Context: an optimization exercise on an open-source flow, tuned for small area. The choices shown serve that exercise and are no tape-out recipe.
Only simulation tests tie the RTL to the original design; equivalence was not proved.
The clock port is modelled as an ideal driver; clocking choices that lean on that would not hold on a real chip.
Power and IR drop assume default switching activity.

## lc4_top
module lc4_top (
   input  logic        clk,
   input  logic        i_reset,
   output logic [15:0] o_imem_addr,
   input  logic [15:0] i_imem_data,
   output logic [15:0] o_dmem_addr,
   output logic        o_dmem_we,
   output logic [15:0] o_dmem_wdata,
   input  logic [15:0] i_dmem_data,
   output logic        o_retire_valid,
   output logic [15:0] o_retire_pc,
   output logic [15:0] o_retire_insn,
   output logic        o_retire_rf_we,
   output logic [2:0]  o_retire_wsel,
   output logic [15:0] o_retire_wdata
);
export LEC_CHECK = 0
export ABC_AREA = 1
export CAP_MARGIN = 0
export CORE_MARGIN = 2
export CORE_UTILIZATION = 60
export CTS_BUF_LIST = sky130_fd_sc_hd__clkbuf_8
export SLEW_MARGIN = 0
create_clock -name core_clock -period 6.0 [get_ports {clk}]
standard.sh (not shown) runs the stock make flow with config.mk's settings and CLKGATE_MAP_FILE= SYNTH_SCRIPT=/design/flow/synth_recipe.tcl, a recipe that flattens the netlist after the stock synthesis.
==> flow/flow/run.sh <==
#!/bin/bash
# The standard layout with three changes: synthesis maps the logic with an area-only ABC
# script, every port is buffered by the smallest buffer cell, and the clock tree has no dummy
# load cells
set -euo pipefail
here=$(pwd)
export AREA_ABC_SCRIPT=$here/flow/area.abc
export FLOW_SYNTH_TCL=$here/synth_recipe.tcl
bash standard.sh "SYNTH_SCRIPT=$here/flow/synth.tcl" \
  "BUFFER_PORTS_ARGS=-buffer_cell sky130_fd_sc_hd__buf_1" \
  "CTS_ARGS=-sink_clustering_enable -repair_clock_nets -buf_list sky130_fd_sc_hd__clkbuf_8 -dont_use_dummy_load" \
  finish > standard_flow.log 2>&1
==> flow/flow/area.abc <==
strash
dch
map -a
topo
==> flow/flow/synth.tcl <==
# The standard synthesis (synth_recipe.tcl), with an area-only ABC script for the
# combinational mapping; registers, flattening and renaming are unchanged
rename abc _yosys_abc_cmd
proc abc {args} {
  set i [lsearch -exact $args -script]
  if {$i >= 0} { lset args [expr {$i + 1}] $::env(AREA_ABC_SCRIPT) }
  yosys abc {*}$args
}
source $::env(FLOW_SYNTH_TCL)
The first run ended with an error in synthesis (1_2_yosys).
Edit:
==> flow/flow/run.sh (replaced) <==
#!/bin/bash
# standard layout, with every port buffered by the smallest buffer cell
set -euo pipefail
bash standard.sh "BUFFER_PORTS_ARGS=-buffer_cell sky130_fd_sc_hd__buf_1" finish > standard_flow.log 2>&1
removed: flow/flow/area.abc
removed: flow/flow/synth.tcl
Effect: The new run finished with timing, DRC and antenna clean.

========
## P
lc4_top, a different RTL version from the one above (not shown whole).
Size: ~510 cells after synthesis, roughly 140 I/O pins, about 5700 µm² of cells after synthesis.
clock: 6.0 ns
lec_check: 0
abc_area: 1
cap_margin: 0
core_margin: 2
core_utilization: 70
cts_buf_list: sky130_fd_sc_hd__clkbuf_8
slew_margin: 0
==> flow/flow/run.sh <==
#!/bin/bash
# The standard layout (standard.sh) with these changes:
# - synthesis maps the combinational logic with several area-oriented ABC scripts and keeps
#   the smallest result (flow/synth.tcl around synth_recipe.tcl; registers are unchanged);
# - every port is buffered by the smallest buffer cell, and a buffer that synthesis put on a
#   wire from an input port to an output port is dropped once both ports have their own
#   buffer (flow/post_gpl.tcl);
# - the clock tree is a balanced two-level tree (a clkbuf_4 root, clkbuf_8 leaves) built before CTS
#   (flow/pre_cts.tcl, flow/clock_tree.tcl).
# ORFS writes each step's full log under orfs/logs; make's own output goes to standard_flow.log.
set -euo pipefail
here=$(pwd)
export AREA_ABC_SCRIPTS="$(ls $here/flow/a*.abc | tr '\n' ' ')"
export AREA_ABC_REPORT=$here/abc_area.txt
export FLOW_SYNTH_TCL=$here/synth_recipe.tcl
export CLOCK_TREE_TCL=$here/flow/clock_tree.tcl
export CLOCK_TREE_LEAVES=10
export CLOCK_TREE_ROOT=sky130_fd_sc_hd__clkbuf_4
bash standard.sh "SYNTH_SCRIPT=$here/flow/synth.tcl" \
  "BUFFER_PORTS_ARGS=-buffer_cell sky130_fd_sc_hd__buf_1" \
  "POST_GLOBAL_PLACE_TCL=$here/flow/post_gpl.tcl" \
  "PRE_CTS_TCL=$here/flow/pre_cts.tcl" \
  "CTS_ARGS=-sink_clustering_enable -repair_clock_nets -buf_list sky130_fd_sc_hd__clkbuf_8 -dont_use_dummy_load" \
  finish > standard_flow.log 2>&1
Other scripts of this flow, unchanged in this note and not shown: flow/flow/a1.abc, flow/flow/a2.abc, flow/flow/a3.abc, flow/flow/a4.abc, flow/flow/a5.abc, flow/flow/a6.abc, flow/flow/a7.abc, flow/flow/a8.abc, flow/flow/a9.abc, flow/flow/clock_tree.tcl, flow/flow/post_gpl.tcl, flow/flow/pre_cts.tcl, flow/flow/synth.tcl
### P -> Q
- changing CORE_UTILIZATION from 70 to 60
[summary]
Maximum fanout count along the critical path delta (P -> Q): insignificant. On Q: worst setup slack is 42 ps higher than what P gave. P -> Q: final cell count increased by a few percent. Compared with P, Q shows post-layout total power that has gone up slightly. Summary of the comparison: global-route wire length before repair is lower in Q, relative to P. Q — per-cell routed wire length 0.50 µm lower, P as reference. Summary of the comparison: signed area change from the synthesized netlist to the final layout is higher in Q, relative to P. Global-route usage in Q is 3.6 points lower than in P.

[afterwards: timing with drivers on the ports]
In the flow no input, the clock included, has a driving cell. The finished layouts below were timed again as built, in two steps. Step 1, drivers: a clkbuf_16 drives clk and a buf_2 each remaining input, both assumed. Step 2 also shifts input and output timing later by t, the mid clock arrival at the registers, as if the neighbouring blocks saw the same clock. Slacks: ideal ports / drivers / drivers and shift; pairs: ideal ports / drivers.
| run | shift t [ns] | slack for setup (ns) | slew at the worst register clock pin (ns) | cell pins on the clock port's net |
|---|---|---|---|---|
| the second run of note 1 | 0.478 | 0.362 / 0.340 / 0.340 | 0.11 / 0.11 | 1 |
| P | 0.538 | 0.216 / 0.191 / 0.119 | 0.11 / 0.11 | 1 |
| Q | 0.562 | 0.257 / 0.233 / 0.119 | 0.11 / 0.11 | 1 |
After both steps every run listed still meets setup and hold. The setup slack of Q, which loses most, moves by -0.024 ns with the drivers and by -0.138 ns with both steps.
